What follows belongs to an exercise in optimizing a design on an open flow for small area and a short achievable clock period; a production flow would make more cautious choices. The clock port is modelled as an ideal driver, which makes a skipped or thinned clock tree look cheaper than it is; a real chip needs a root buffer or a tree. Power figures rest on the tool's default switching activity, not on a simulated workload.

oak:
Design simple_fixed_2, start of the top module:
module simple_fixed_2
(
    input  logic         clk,
    input  logic         reset,
    input  logic [0:10]  op,
    input  logic [2:0]   format,
    input  logic [6:0]   rt_addr,
    input  logic [0:127] ra,
    input  logic [0:127] rb,
    input  logic [0:17]  imm,
    input  logic         reg_write,
    output logic [0:127] rt_wb,
    output logic [6:0]   rt_addr_wb,
    output logic         reg_write_wb
);
==> module simple_fixed_2, before the edit <==
module simple_fixed_2
(
    input  logic         clk,
    input  logic         reset,
    input  logic [0:10]  op,
    input  logic [2:0]   format,
    input  logic [6:0]   rt_addr,
    input  logic [0:127] ra,
    input  logic [0:127] rb,
    input  logic [0:17]  imm,
    input  logic         reg_write,
    output logic [0:127] rt_wb,
    output logic [6:0]   rt_addr_wb,
    output logic         reg_write_wb
);
    localparam int S0 = 1;   
    logic ok0, ri_fmt, ri0, wide0;
    assign ri_fmt = op[5] ? (format == spu_pkg::FMT_RI7) : (format == spu_pkg::FMT_RR);
    assign ok0   = (op[0:4] == 5'b00001) && op[6] && op[7] && ri_fmt;
    assign ri0   = op[5];
    assign wide0 = !op[8];
    logic [5:0]  s_cl [4];
    logic [4:0]  s_cu [4];
    logic [15:0] s_hu [4];
    logic [15:0] s_hl [4];
    logic [1:0]  s_sg [4];
    for (genvar j = 0; j < 4; j++) begin : g_s
        logic [31:0] x, b;
        assign x = ra[32*j +: 32];
        assign b = rb[32*j +: 32];
        assign s_cl[j] = ri0 ? imm[12:17] : b[5:0];
        assign s_cu[j] = ri0 ? imm[13:17] : (wide0 ? b[4:0] : b[20:16]);
        assign s_sg[j] = {x[31], wide0 ? x[31] : x[15]};
        sf2_shifter #(.LO(0), .HI(S0-1)) u_u (.x(x[31:16]), .amt(s_cu[j][3:0]), .y(s_hu[j]));
        sf2_shifter #(.LO(0), .HI(S0-1)) u_l (.x(x[15:0]),  .amt(s_cl[j][3:0]), .y(s_hl[j]));
    end
    logic         r1_ok, r1_we;
    logic [6:0]   r1_addr;
    logic         r1_wide;
    logic [1:0]   r1_kind;
    logic [15:0]  r1_hu [4];
    logic [15:0]  r1_hl [4];
    logic [5:0]   r1_cl [4];
    logic [4:0]   r1_cu [4];
    logic [1:0]   r1_sg [4];
    always_ff @(posedge clk or negedge reset) begin
        if (!reset) begin
            r1_ok   <= 1'b0;
            r1_we   <= 1'b0;
            r1_addr <= '0;
        end else begin
            r1_ok   <= ok0;
            r1_we   <= reg_write;
            r1_addr <= rt_addr;
        end
    end
    always_ff @(posedge clk) begin
        r1_wide <= wide0;
        r1_kind <= op[9:10];
        for (int j = 0; j < 4; j++) begin
            r1_hu[j] <= s_hu[j];
            r1_hl[j] <= s_hl[j];
            r1_cl[j] <= s_cl[j];
            r1_cu[j] <= s_cu[j];
            r1_sg[j] <= s_sg[j];
        end
    end
    logic [0:127] a_rt;
    logic         shl, rot, arith;
    assign shl   = r1_kind == spu_pkg::SH_SHL_OP;
    assign rot   = r1_kind == spu_pkg::SH_ROT_OP;
    assign arith = r1_kind == spu_pkg::SH_ROTMA_OP;
    function automatic logic [15:0] therm(input logic [3:0] c);
        logic [15:0] t;
        t = 16'hFFFF;
        for (int l = 0; l < 4; l++)
            for (int k = 0; k < 16; k++)
                if (((k >> l) & 1) == 1)
                    t[k] = t[k] | !c[l];
                else
                    t[k] = t[k] & !c[l];
        therm = t;
    endfunction
    for (genvar j = 0; j < 4; j++) begin : g_a
        logic [15:0] hu, hl, ou, ol, gu, gl, t;
        logic [4:0]  cu, cl;
        logic        c5, zu, zl, zw, fu, fl;
        logic        au, bu, ccu, al, bl, ccl;
        sf2_shifter #(.LO(S0), .HI(3)) u_u (.x(r1_hu[j]), .amt(r1_cu[j][3:0]), .y(hu));
        sf2_shifter #(.LO(S0), .HI(3)) u_l (.x(r1_hl[j]), .amt(r1_cl[j][3:0]), .y(hl));
        assign cu = r1_cu[j];
        assign cl = r1_cl[j][4:0];
        assign c5 = r1_cl[j][5];
        assign zu = cu == 5'd0;
        assign zl = cl == 5'd0;
        assign zw = zl && !c5;
        assign fu = r1_ok && arith && r1_sg[j][1];
        assign fl = r1_ok && arith && r1_sg[j][0];
        always_comb begin
            if (rot) begin
                au = 1'b1; bu = 1'b0; ccu = 1'b0;
                al = 1'b1; bl = 1'b0; ccl = 1'b0;
            end else if (r1_wide) begin
                au  = shl ? !c5 && !cl[4] : zw;
                bu  = shl && !c5 && cl[4];
                ccu = !shl && c5 && cl[4];
                al  = shl ? 1'b0 : zw || (c5 && cl[4]);
                bl  = shl && !c5 && !cl[4];
                ccl = !shl && c5;
            end else begin
                au  = !shl && zu;
                bu  = shl && !cu[4];
                ccu = !shl && cu[4];
                al  = !shl && zl;
                bl  = shl && !cl[4];
                ccl = !shl && cl[4];
            end
            au = au && r1_ok; bu = bu && r1_ok; ccu = ccu && r1_ok;
            al = al && r1_ok; bl = bl && r1_ok; ccl = ccl && r1_ok;
        end
        assign gu = therm(cu[3:0]);
        assign gl = therm(cl[3:0]);
        assign t  = r1_wide ? gl ^ {16{cl[4]}} : 16'hFFFF;
        for (genvar k = 0; k < 16; k++) begin : g_k
            logic ku, kl;
            assign ku = au || (gu[k] ? bu : ccu);
            assign kl = al || (gl[k] ? bl : ccl);
            assign ou[k] = ku ? (t[k] ? hu[k] : hl[k]) : fu;
            assign ol[k] = kl ? (t[k] ? hl[k] : hu[k]) : fl;
        end
        assign a_rt[32*j +: 32] = {ou, ol};
    end
    logic [0:127] r2_rt, r3_rt;
    logic [6:0]   r2_addr, r3_addr;
    logic         r2_we, r3_we;
    always_ff @(posedge clk or negedge reset) begin
        if (!reset) begin
            r2_rt   <= '0;
            r2_addr <= '0;
            r2_we   <= 1'b0;
            r3_rt   <= '0;
            r3_addr <= '0;
            r3_we   <= 1'b0;
        end else begin
            r2_rt   <= a_rt;
            r2_addr <= r1_addr;
            r2_we   <= r1_ok & r1_we;
            r3_rt   <= r2_rt;
            r3_addr <= r2_addr;
            r3_we   <= r2_we;
        end
    end
    assign rt_wb        = r3_rt;
    assign rt_addr_wb   = r3_addr;
    assign reg_write_wb = r3_we;
endmodule
export LEC_CHECK = 0
export CAP_MARGIN = 20
export CORE_MARGIN = 2
export CORE_UTILIZATION = 60
export SETUP_SLACK_MARGIN = 3.8
export SLEW_MARGIN = 20
create_clock -name core_clock -period 6.0 [get_ports {clk}]
standard.sh (not shown) runs the stock make flow with config.mk's settings and CLKGATE_MAP_FILE= SYNTH_SCRIPT=/design/flow/synth_recipe.tcl, a recipe that flattens the netlist after the stock synthesis.
==> flow/flow/run.sh <==
#!/bin/bash
# Standard ORFS layout with plain buf_1 port buffers and a two-level clock
# tree built by flow/mycts.tcl in place of the flow's clock tree synthesis.
set -euo pipefail
bash standard.sh "BUFFER_PORTS_ARGS=-buffer_cell sky130_fd_sc_hd__buf_1" "PRE_CTS_TCL=$PWD/flow/mycts.tcl" finish > standard.log 2>&1
Other scripts of this flow, unchanged in this note and not shown: flow/flow/mycts.tcl
Relative to oak, the following input files were edited for pine:
--- a/flow/design.v
+++ b/flow/design.v
@@ -24,4 +24,21 @@
     assign y = lv[HI+1];
 endmodule
+module sf2_rot2 #(
+    parameter int LO = 0,
+    parameter int HI = 3
+) (
+    input  logic [15:0] x,
+    input  logic [3:0]  amt,
+    input  logic [3:0]  amtn,
+    output logic [15:0] y
+);
+    logic [15:0] lv [LO:HI+1];
+    assign lv[LO] = x;
+    for (genvar l = LO; l <= HI; l++) begin : g_l
+        assign lv[l+1] = ({16{amt[l]}} & {lv[l][15-(1<<l):0], lv[l][15:16-(1<<l)]})
+                       | ({16{amtn[l]}} & lv[l]);
+    end
+    assign y = lv[HI+1];
+endmodule
 module simple_fixed_2
 (
@@ -39,5 +56,5 @@
     output logic         reg_write_wb
 );
-    localparam int S0 = 1;   
+    localparam int S0 = 0;   
     logic ok0, ri_fmt, ri0, wide0;
     assign ri_fmt = op[5] ? (format == spu_pkg::FMT_RI7) : (format == spu_pkg::FMT_RR);
@@ -57,6 +74,6 @@
         assign s_cu[j] = ri0 ? imm[13:17] : (wide0 ? b[4:0] : b[20:16]);
         assign s_sg[j] = {x[31], wide0 ? x[31] : x[15]};
-        sf2_shifter #(.LO(0), .HI(S0-1)) u_u (.x(x[31:16]), .amt(s_cu[j][3:0]), .y(s_hu[j]));
-        sf2_shifter #(.LO(0), .HI(S0-1)) u_l (.x(x[15:0]),  .amt(s_cl[j][3:0]), .y(s_hl[j]));
+        assign s_hu[j] = x[31:16];
+        assign s_hl[j] = x[15:0];
     end
     logic         r1_ok, r1_we;
@@ -69,4 +86,6 @@
     logic [4:0]   r1_cu [4];
     logic [1:0]   r1_sg [4];
+    logic [3:0]   r1_cun [4];   
+    logic [3:0]   r1_cln [4];
     always_ff @(posedge clk or negedge reset) begin
         if (!reset) begin
@@ -89,4 +108,6 @@
             r1_cu[j] <= s_cu[j];
             r1_sg[j] <= s_sg[j];
+            r1_cun[j] <= ~s_cu[j][3:0];
+            r1_cln[j] <= ~s_cl[j][3:0];
         end
     end
@@ -112,6 +133,6 @@
         logic        c5, zu, zl, zw, fu, fl;
         logic        au, bu, ccu, al, bl, ccl;
-        sf2_shifter #(.LO(S0), .HI(3)) u_u (.x(r1_hu[j]), .amt(r1_cu[j][3:0]), .y(hu));
-        sf2_shifter #(.LO(S0), .HI(3)) u_l (.x(r1_hl[j]), .amt(r1_cl[j][3:0]), .y(hl));
+        sf2_rot2 #(.LO(S0), .HI(3)) u_u (.x(r1_hu[j]), .amt(r1_cu[j][3:0]), .amtn(r1_cun[j]), .y(hu));
+        sf2_rot2 #(.LO(S0), .HI(3)) u_l (.x(r1_hl[j]), .amt(r1_cl[j][3:0]), .amtn(r1_cln[j]), .y(hl));
         assign cu = r1_cu[j];
         assign cl = r1_cl[j][4:0];
### Flow results
- pine ran to completion and came out clean on the timing, design-rule and antenna checks.
- Looking at total power density per cell area across pine and oak, the one that comes out lower is oak.
- | fraction of area in registers | pine vs oak | 3.1 points higher |
- Per the comparison of pine with oak, synthesized area divided by synthesized cell count went up; share of the clock period used by the worst path after layout went up.
- pine gives less global-route track usage on met3 than oak did.
- Total sequential power (pine over oak): increase, about 6%
- In the tables for pine and oak, via count reads higher with pine.
- [pine] area of all sequential standard cells rose 5.6% relative to oak
- Diff oak -> pine: post-synthesis to final-layout area growth lost 4.3 points; post-DP HPWL rose about 1%; x dimension of the die up about 0.7%; worst slew margin relative to its limit has decreased.
- Area: pine vs oak -> pine smaller
- pine reports its standard cell with the maximum stage delay on the critical path as sky130_fd_sc_hd__dfrtp_4 while oak reports sky130_fd_sc_hd__or4_4.
- Going from oak to pine, wire length on met3 grows by 7.3%.
Function was not checked in any run of this note: the RTL went through the layout flow alone. In every run of this note, the design's own scripts or RTL, not TritonCTS, make the clock network.

-- re-timing with driven ports --
How much do the figures lean on ideal ports? The routed layouts below were timed once more, with nothing changed but the port constraints. Step 1: set_driving_cell puts a clkbuf_16 on clk and a buf_2 on each other input, an assumption about the parent block. Step 2 times the ports against the registers' clock, not the clock port: input delays grow and output delays shrink by t, the midpoint of the rising clock arrivals with the driver on. Three values: no drivers, after step 1, after step 2; two values: the first two.
| run | t, ns | setup WS [ns] | pins driven straight from the clock port |
|---|---|---|---|
| oak | 0.472 | 3.822 / 3.706 / 3.378 | 4 |
| pine | 0.482 | 3.674 / 3.674 / 3.674 | 4 |
After both steps every run listed still meets setup and hold. For oak, which loses most, drivers alone change the setup slack by -0.116 ns; drivers and shift together by -0.444 ns.
